Context: an optimization exercise on an open-source flow, tuned for small area, a short achievable clock period and few clock cycles per item. The choices shown serve that exercise and are no tape-out recipe.
Function was checked by simulation only, so behaviour that the tests miss may differ from the original.

==> trial 51: inputs <==
Design indexed_list_engine, start of the top module:
module indexed_list_engine
(
    input  logic        clk,
    input  logic        rst_n,
    input  logic        item_valid,
    output logic        item_stall,
    input  logic [50:0] item,
    output logic        result_valid,
    input  logic        result_stall,
    output logic [40:0] result
);
clock: 5.0 ns
lec_check: 0
cap_margin: 20
core_margin: 2
core_utilization: 30
cts_cluster_diameter: 100
cts_cluster_size: 30
gpl_routability_driven: 0
min_routing_layer: met2
place_density: 0.7
setup_slack_margin: 2.4
slew_margin: 20
synth_hierarchical: 1
synth_minimum_keep_size: 0
tns_end_percent: 10
standard.sh (not shown) runs the stock make flow with config.mk's settings and CLKGATE_MAP_FILE= SYNTH_SCRIPT=/design/flow/synth_recipe.tcl, a recipe that flattens the netlist after the stock synthesis.
==> flow/flow/run.sh <==
#!/bin/bash
# Standard synthesis, then the standard layout with two changes: the entry
# flip-flops of the list array, with the gates driving them, are placed in a
# grid before global placement (see preplace.tcl), and timing repair may
# resize cells to other footprints (MATCH_CELL_FOOTPRINT=0), and the ports
# are buffered with buf_4 cells. Each tool's
# output is in the ORFS logs under orfs/logs, and make's own output in
# synth.log and layout.log.
set -euo pipefail
W=$(pwd)
export PRE_GLOBAL_PLACE_SKIP_IO_TCL=$W/flow/preplace.tcl
export PRE_GLOBAL_PLACE_TCL=$W/flow/preplace.tcl
export POST_GLOBAL_PLACE_TCL=$W/flow/unfix.tcl
export BUFFER_PORTS_ARGS="-buffer_cell sky130_fd_sc_hd__buf_4"
bash standard.sh synth > $W/synth.log 2>&1
sed 's/"\${@:-finish}"/MATCH_CELL_FOOTPRINT=0 "${@:-finish}"/' standard.sh > $W/layout.sh
grep -q 'MATCH_CELL_FOOTPRINT=0' $W/layout.sh
bash $W/layout.sh > $W/layout.log 2>&1
==> flow/flow/preplace.tcl <==
# Places the 2048 entry flip-flops of the list array, each with the two gates
# that drive its D input, in a grid before global placement, and fixes them
# there so global placement builds the rest of the logic around them. Entry j's 32 flip-flops form one block (2 columns by 16
# rows); the 64 blocks lie on an 8 x 8 grid in ring order, so that entries
# j and j+1 (and 63 and 0) are neighbours. Flip-flops are put on legal sites,
# clear of the tap cells.
set blk [ord::get_db_block]
set core [$blk getCoreArea]
set cx0 [$core xMin]
set cy0 [$core yMin]
set cx1 [$core xMax]
set cy1 [$core yMax]
set dbu [[ord::get_db_tech] getDbUnitsPerMicron]

set rows [$blk getRows]
set row0 [lindex $rows 0]
set site [$row0 getSite]
set sw [$site getWidth]
set rh [$site getHeight]

# rows by index from the bottom, with their orientation
array set row_orient {}
foreach r $rows {
  set ry [lindex [$r getOrigin] 1]
  set ri [expr { ($ry - $cy0) / $rh }]
  set row_orient($ri) [$r getOrient]
  set row_x0($ri) [lindex [$r getOrigin] 0]
}

# tap cells by row
array set taps {}
set flops {}
foreach inst [$blk getInsts] {
  set m [[$inst getMaster] getName]
  if { [string match "*tapvpwrvgnd*" $m] } {
    set b [$inst getBBox]
    set ri [expr { ([$b yMin] - $cy0) / $rh }]
    lappend taps($ri) [list [$b xMin] [$b xMax]]
    continue
  }
  set n [string map {"\\" ""} [$inst getName]]
  if { [regexp {^u_dp\.g_ent\[(\d+)\]\.u_ent\.q\[(\d+)\]} $n -> e b] } {
    lappend flops [list $e $b $inst]
  }
}
puts "preplace: [llength $flops] entry flip-flops, row height $rh, site $sw"

# Geometry: the array is 4 bands of 16 columns. Column c of a band holds one
# entry, bit b in row b of the band; bands run left to right and right to
# left in turn, so that entry j+1 sits next to entry j, bit for bit. A free
# row follows every 8 bit rows.
set colw_um 24.0
set bgap_rows 4
set colw [expr { int($colw_um * $dbu / $sw) * $sw }]
set arr_w [expr { 16 * $colw }]
set arr_rows [expr { 4 * 36 + 3 * $bgap_rows }]
set ax0 [expr { $cx0 + (($cx1 - $cx0 - $arr_w) / 2 / $sw) * $sw }]
set ar0 [expr { (($cy1 - $cy0) / $rh - $arr_rows) / 2 }]
if { $ax0 < $cx0 } { set ax0 $cx0 }
if { $ar0 < 0 } { set ar0 0 }
puts "preplace: array [expr {$arr_w / double($dbu)}] x [expr {$arr_rows * $rh / double($dbu)}] um"

proc clear_of_taps { ri x w } {
  global taps sw
  if { ![info exists taps($ri)] } { return $x }
  set moved 1
  while { $moved } {
    set moved 0
    foreach t $taps($ri) {
      lassign $t t0 t1
      if { $x < $t1 && $x + $w > $t0 } {
        set x $t1
        set moved 1
      }
    }
  }
  return $x
}

# the single-load cell driving a pin, or ""
proc driver_of { inst pin } {
  set it [$inst findITerm $pin]
  if { $it eq "NULL" || $it eq "" } { return "" }
  set net [$it getNet]
  if { $net eq "NULL" || $net eq "" } { return "" }
  set drv ""
  set loads 0
  foreach t [$net getITerms] {
    if { [$t isOutputSignal] } { set drv [$t getInst] } else { incr loads }
  }
  if { $drv eq "" || $loads != 1 } { return "" }
  set m [$drv getMaster]
  if { [$m isSequential] || [string match "*tap*" [$m getName]] } { return "" }
  return $drv
}

set ::preplaced {}
foreach f $flops {
  lassign $f e b inst
  set band [expr { $e / 16 }]
  set c [expr { $e % 16 }]
  if { $band % 2 } { set c [expr { 15 - $c }] }
  # bit b in row b of the band, with a free row after every 8 bits
  set ri [expr { $ar0 + $band * (36 + $bgap_rows) + $b + $b / 8 }]
  set x [expr { $ax0 + $c * $colw }]
  set x [expr { $row_x0($ri) + (($x - $row_x0($ri)) / $sw) * $sw }]
  # the flip-flop, then the gate driving D, then the gate driving that
  set group [list $inst]
  set d1 [driver_of $inst D]
  if { $d1 ne "" } {
    lappend group $d1
    set a [lindex [$d1 getITerms] 0]
    foreach t [$d1 getITerms] {
      if { [$t isInputSignal] } {
        set d2 [driver_of $d1 [[$t getMTerm] getName]]
        if { $d2 ne "" } { lappend group $d2 }
        break
      }
    }
  }
  # one free site between the cells of a group, for pin access
  set w [expr { ([llength $group] - 1) * $sw }]
  foreach c $group { incr w [[$c getMaster] getWidth] }
  set x [clear_of_taps $ri $x $w]
  foreach c $group {
    $c setOrient $row_orient($ri)
    $c setLocation $x [expr { $cy0 + $ri * $rh }]
    $c setPlacementStatus FIRM
    lappend ::preplaced $c
    incr x [expr { [[$c getMaster] getWidth] + $sw }]
  }
}
puts "preplace: placed [llength $::preplaced] cells"
Other scripts of this flow, unchanged in this note and not shown: flow/flow/unfix.tcl
==> build 13 (differences from trial 51) <==
--- a/flow/design.v
+++ b/flow/design.v
@@ -34,12 +34,10 @@
     logic [5:0]  d_x;
     logic [6:0]  d_sum;
     logic [5:0]  d_a;
     logic        d_wrap;
     logic [63:0] d_gea, d_oha, d_lth, d_g, d_gt, d_oh;
-    logic [63:0] d_ohh, d_oht, d_pos1h, d_mv;
-    logic        d_insok, d_delok;
     always_comb
     begin
         d_op  = item[50:48];
         d_pos = item[47:32];
         d_p   = d_pos[5:0];
@@ -79,65 +77,56 @@
             d_lth[j] = (6'(j) < head);
         end
         d_g  = d_wrap ? (d_gea & d_lth) : (d_gea | d_lth);
         d_gt = d_g & ~d_oha;
         d_oh = d_oha;
-        for (int j = 0; j < 64; j++)
-        begin
-            d_ohh[j] = (6'(j) == head);
-            d_oht[j] = (6'(j) == tail);
-        end
         if (do_del)
         begin
-            d_gt  = {d_gt[62:0], d_gt[63]};
-            d_oh  = {d_oh[62:0], d_oh[63]};
-            d_ohh = {d_ohh[62:0], d_ohh[63]};
-        end
-        if (do_ins)
-            d_oht = {d_oht[62:0], d_oht[63]};
-        d_insok = d_ins && d_ok;
-        d_delok = d_del && d_ok;
-        d_pos1h = d_tail ? d_oht : d_oh;
-        d_mv    = d_insok ? (d_tail ? 64'd0 : d_gt) :
-                  (d_delok ? (~d_gt & ~d_ohh) : 64'd0);
-    end
-    logic        q_read, q_ins, q_del;
-    logic [63:0] q_oh, q_mv;
-    logic        q_insok, q_delok;
+            d_gt = {d_gt[62:0], d_gt[63]};
+            d_oh = {d_oh[62:0], d_oh[63]};
+        end
+    end
+    logic        q_read, q_ins, q_tail, q_del;
+    logic [63:0] q_gt, q_oh;
     logic [31:0] q_val;
     logic        q_ok, q_hit;
     always_ff @(posedge clk)
     begin
         if (s1_load)
         begin
             q_read <= d_read;
             q_ins  <= d_ins;
+            q_tail <= d_tail;
             q_del  <= d_del;
-            q_oh    <= d_pos1h;
-            q_mv    <= d_mv;
-            q_insok <= d_insok;
-            q_delok <= d_delok;
+            q_gt   <= d_gt;
+            q_oh   <= d_oh;
             q_val  <= item[31:0];
             q_ok   <= d_ok;
             q_hit  <= d_hit;
         end
     end
     logic        ok, hit;
-    logic [63:0] oh;
+    logic [63:0] gt, oh, oh_head, oh_tail;
     logic [63:0] ld, dn, hold;
     logic [6:0]  cnt_inc, cnt_dec, cnt_next;
     always_comb
     begin
         ok     = q_ok;
         hit    = q_hit;
-        do_ins = exec && q_insok;
-        do_del = exec && q_delok;
+        do_ins = exec && q_ins && ok;
+        do_del = exec && q_del && ok;
+        gt     = q_gt;
+        for (int j = 0; j < 64; j++)
+        begin
+            oh_head[j] = (6'(j) == head);
+            oh_tail[j] = (6'(j) == tail);
+        end
         oh     = q_oh;
         for (int j = 0; j < 64; j++)
         begin
-            ld[j]   = do_ins && oh[j];
-            dn[j]   = exec && q_mv[j];
+            ld[j]   = do_ins && (q_tail ? oh_tail[j] : oh[j]);
+            dn[j]   = (do_ins && !q_tail && gt[j]) || (do_del && !gt[j] && !oh_head[j]);
             hold[j] = !(ld[j] || dn[j]);
         end
         cnt_inc  = cnt + 7'd1;
         cnt_dec  = cnt - 7'd1;
         cnt_next = do_ins ? cnt_inc : (do_del ? cnt_dec : cnt);
@@ -222,39 +211,14 @@
 (
     input  logic [63:0]   sel,
     input  logic [2047:0] data,
     output logic [31:0]   rd
 );
-    logic [511:0] part;
-    for (genvar g = 0; g < 16; g++)
-    begin : g_grp
-        ile_readgrp u_grp
-        (
-            .sel  (sel[4*g +: 4]),
-            .data (data[128*g +: 128]),
-            .rd   (part[32*g +: 32])
-        );
-    end
     always_comb
     begin
         rd = '0;
-        for (int g = 0; g < 16; g++)
-        begin
-            rd = rd | part[32*g +: 32];
-        end
-    end
-endmodule
-module ile_readgrp
-(
-    input  logic [3:0]   sel,
-    input  logic [127:0] data,
-    output logic [31:0]  rd
-);
-    always_comb
-    begin
-        rd = '0;
-        for (int j = 0; j < 4; j++)
+        for (int j = 0; j < 64; j++)
         begin
             rd = rd | ({32{sel[j]}} & data[32*j +: 32]);
         end
     end
 endmodule
==> flow/flow/run.sh (replaced) <==
#!/bin/bash
# Standard layout, with the entry flip-flops of the list array placed in a
# grid before global placement (see preplace.tcl). Each tool's output is in
# the ORFS logs under orfs/logs, and make's own output in standard.log.
set -euo pipefail
W=$(pwd)
export PRE_GLOBAL_PLACE_SKIP_IO_TCL=$W/flow/preplace.tcl
export PRE_GLOBAL_PLACE_TCL=$W/flow/preplace.tcl
export POST_GLOBAL_PLACE_TCL=$W/flow/unfix.tcl
bash standard.sh > $W/standard.log 2>&1
--- a/flow/flow/preplace.tcl
+++ b/flow/flow/preplace.tcl
@@ -43,24 +43,36 @@
     lappend flops [list $e $b $inst]
   }
 }
 puts "preplace: [llength $flops] entry flip-flops, row height $rh, site $sw"
 
-# Geometry: the array is 4 bands of 16 columns. Column c of a band holds one
-# entry, bit b in row b of the band; bands run left to right and right to
-# left in turn, so that entry j+1 sits next to entry j, bit for bit. A free
-# row follows every 8 bit rows.
-set colw_um 24.0
-set bgap_rows 4
-set colw [expr { int($colw_um * $dbu / $sw) * $sw }]
-set arr_w [expr { 16 * $colw }]
-set arr_rows [expr { 4 * 36 + 3 * $bgap_rows }]
+# ring order over the 8 x 8 grid: column 0 upwards, then a snake over
+# columns 1..7 in rows 7..1, then back along row 0
+set cells {}
+for { set r 0 } { $r < 8 } { incr r } { lappend cells [list 0 $r] }
+for { set c 1 } { $c < 8 } { incr c } {
+  if { $c % 2 } {
+    for { set r 7 } { $r >= 1 } { incr r -1 } { lappend cells [list $c $r] }
+  } else {
+    for { set r 1 } { $r <= 7 } { incr r } { lappend cells [list $c $r] }
+  }
+}
+for { set c 7 } { $c >= 1 } { incr c -1 } { lappend cells [list $c 0] }
+
+# geometry (um): slot pitch, block pitch in x, rows per block pitch
+set slot_um 15.0
+set bgap_um 6.0
+set brows 24
+set slot [expr { int($slot_um * $dbu / $sw) * $sw }]
+set bpitch [expr { 2 * $slot + int($bgap_um * $dbu / $sw) * $sw }]
+set arr_w [expr { 8 * $bpitch }]
+set arr_h [expr { 8 * $brows * $rh }]
 set ax0 [expr { $cx0 + (($cx1 - $cx0 - $arr_w) / 2 / $sw) * $sw }]
-set ar0 [expr { (($cy1 - $cy0) / $rh - $arr_rows) / 2 }]
+set ar0 [expr { (($cy1 - $cy0) / $rh - 8 * $brows) / 2 }]
 if { $ax0 < $cx0 } { set ax0 $cx0 }
 if { $ar0 < 0 } { set ar0 0 }
-puts "preplace: array [expr {$arr_w / double($dbu)}] x [expr {$arr_rows * $rh / double($dbu)}] um"
+puts "preplace: array [expr {$arr_w / double($dbu)}] x [expr {$arr_h / double($dbu)}] um"
 
 proc clear_of_taps { ri x w } {
   global taps sw
   if { ![info exists taps($ri)] } { return $x }
   set moved 1
@@ -95,16 +107,16 @@
 }
 
 set ::preplaced {}
 foreach f $flops {
   lassign $f e b inst
-  set band [expr { $e / 16 }]
-  set c [expr { $e % 16 }]
-  if { $band % 2 } { set c [expr { 15 - $c }] }
-  # bit b in row b of the band, with a free row after every 8 bits
-  set ri [expr { $ar0 + $band * (36 + $bgap_rows) + $b + $b / 8 }]
-  set x [expr { $ax0 + $c * $colw }]
+  lassign [lindex $cells $e] gc gr
+  set col [expr { $b % 2 }]
+  set rin [expr { $b / 2 }]
+  # 16 flip-flop rows spread over the block's rows, one free row in three
+  set ri [expr { $ar0 + $gr * $brows + $rin + $rin / 2 }]
+  set x [expr { $ax0 + $gc * $bpitch + $col * $slot }]
   set x [expr { $row_x0($ri) + (($x - $row_x0($ri)) / $sw) * $sw }]
   # the flip-flop, then the gate driving D, then the gate driving that
   set group [list $inst]
   set d1 [driver_of $inst D]
   if { $d1 ne "" } {
@@ -116,18 +128,17 @@
         if { $d2 ne "" } { lappend group $d2 }
         break
       }
     }
   }
-  # one free site between the cells of a group, for pin access
-  set w [expr { ([llength $group] - 1) * $sw }]
+  set w 0
   foreach c $group { incr w [[$c getMaster] getWidth] }
   set x [clear_of_taps $ri $x $w]
   foreach c $group {
     $c setOrient $row_orient($ri)
     $c setLocation $x [expr { $cy0 + $ri * $rh }]
     $c setPlacementStatus FIRM
     lappend ::preplaced $c
-    incr x [expr { [[$c getMaster] getWidth] + $sw }]
+    incr x [[$c getMaster] getWidth]
   }
 }
 puts "preplace: placed [llength $::preplaced] cells"
==> flow/config.mk (replaced) <==
export PLATFORM = sky130hd
export DESIGN_NAME = indexed_list_engine
export DESIGN_NICKNAME = indexed_list_engine
export VERILOG_FILES = /design/flow/design.v
export SDC_FILE = /design/flow/constraint.sdc
export NUM_CORES = 4
export LEC_CHECK = 0
export CAP_MARGIN = 20
export CORE_MARGIN = 2
export CORE_UTILIZATION = 35
export CTS_CLUSTER_DIAMETER = 100
export CTS_CLUSTER_SIZE = 30
export GPL_ROUTABILITY_DRIVEN = 0
export PLACE_DENSITY = 0.6
export SETUP_SLACK_MARGIN = 2.4
export SLEW_MARGIN = 20
export SYNTH_HIERARCHICAL = 1
export SYNTH_MINIMUM_KEEP_SIZE = 0
export TNS_END_PERCENT = 5
==> summary.txt <==
Outcome: build 13 did not finish; trial 51 did not finish
Stage where the flow stopped: build 13 global routing; trial 51 global routing
Number of different library cells in the post-synthesis netlist: build 13 82; trial 51 84
Post-CTS repair timing setup buffer count: build 13 161; trial 51 202
Syn Area/Cell: build 13 10.38 um^2; trial 51 9.869 um^2
Count of cells resized by post-cts repair: build 13 539; trial 51 615
Area fraction in compound gates after synthesis: build 13 32.46%; trial 51 30.23%
Share of cell area taken by muxes after synthesis: build 13 0.7728%; trial 51 1.229%
Height of the chip: build 13 541.7 um; trial 51 591.8 um
CTS buffer count: build 13 89; trial 51 90
Number of instances in the synthesized netlist: build 13 9752; trial 51 10502
Sink Count: build 13 2319; trial 51 2320
Number of placed instances, taps included: build 13 13115; trial 51 14670
FF+latch count, synth: build 13 2319; trial 51 2320
Fraction of synthesized cell area taken by the top area cell type: build 13 40.52%; trial 51 39.56%
Post-Synthesis Cell Area: build 13 101200 um^2; trial 51 103600 um^2
Share of synthesized area occupied by flip-flops and latches: build 13 48.44%; trial 51 47.33%
Row count: build 13 197; trial 51 215
Cell area reported after detailed placement: build 13 104100 um^2; trial 51 107500 um^2
Initial Util: build 13 35.15%; trial 51 30.17%
Die outline width: build 13 541.7 um; trial 51 591.8 um
Post-Place Setup Slack: build 13 -5.795 ps; trial 51 347.8 ps
Ys Warns: build 13 11; trial 51 12
Xor-xnor portion of the synthesized cell area: build 13 0.2770%; trial 51 0.2620%
Total half-perimeter wirelength after legalization and detailed placement: build 13 595300 um; trial 51 321500 um
Post-Synth Simple-Gate Area: build 13 3.502%; trial 51 6.319%
Testbench counts of trial 51, summed over its fixed seeds: cycles 12,816, items 12,800.
Testbench counts of build 13, summed over its fixed seeds: cycles 12,816, items 12,800.
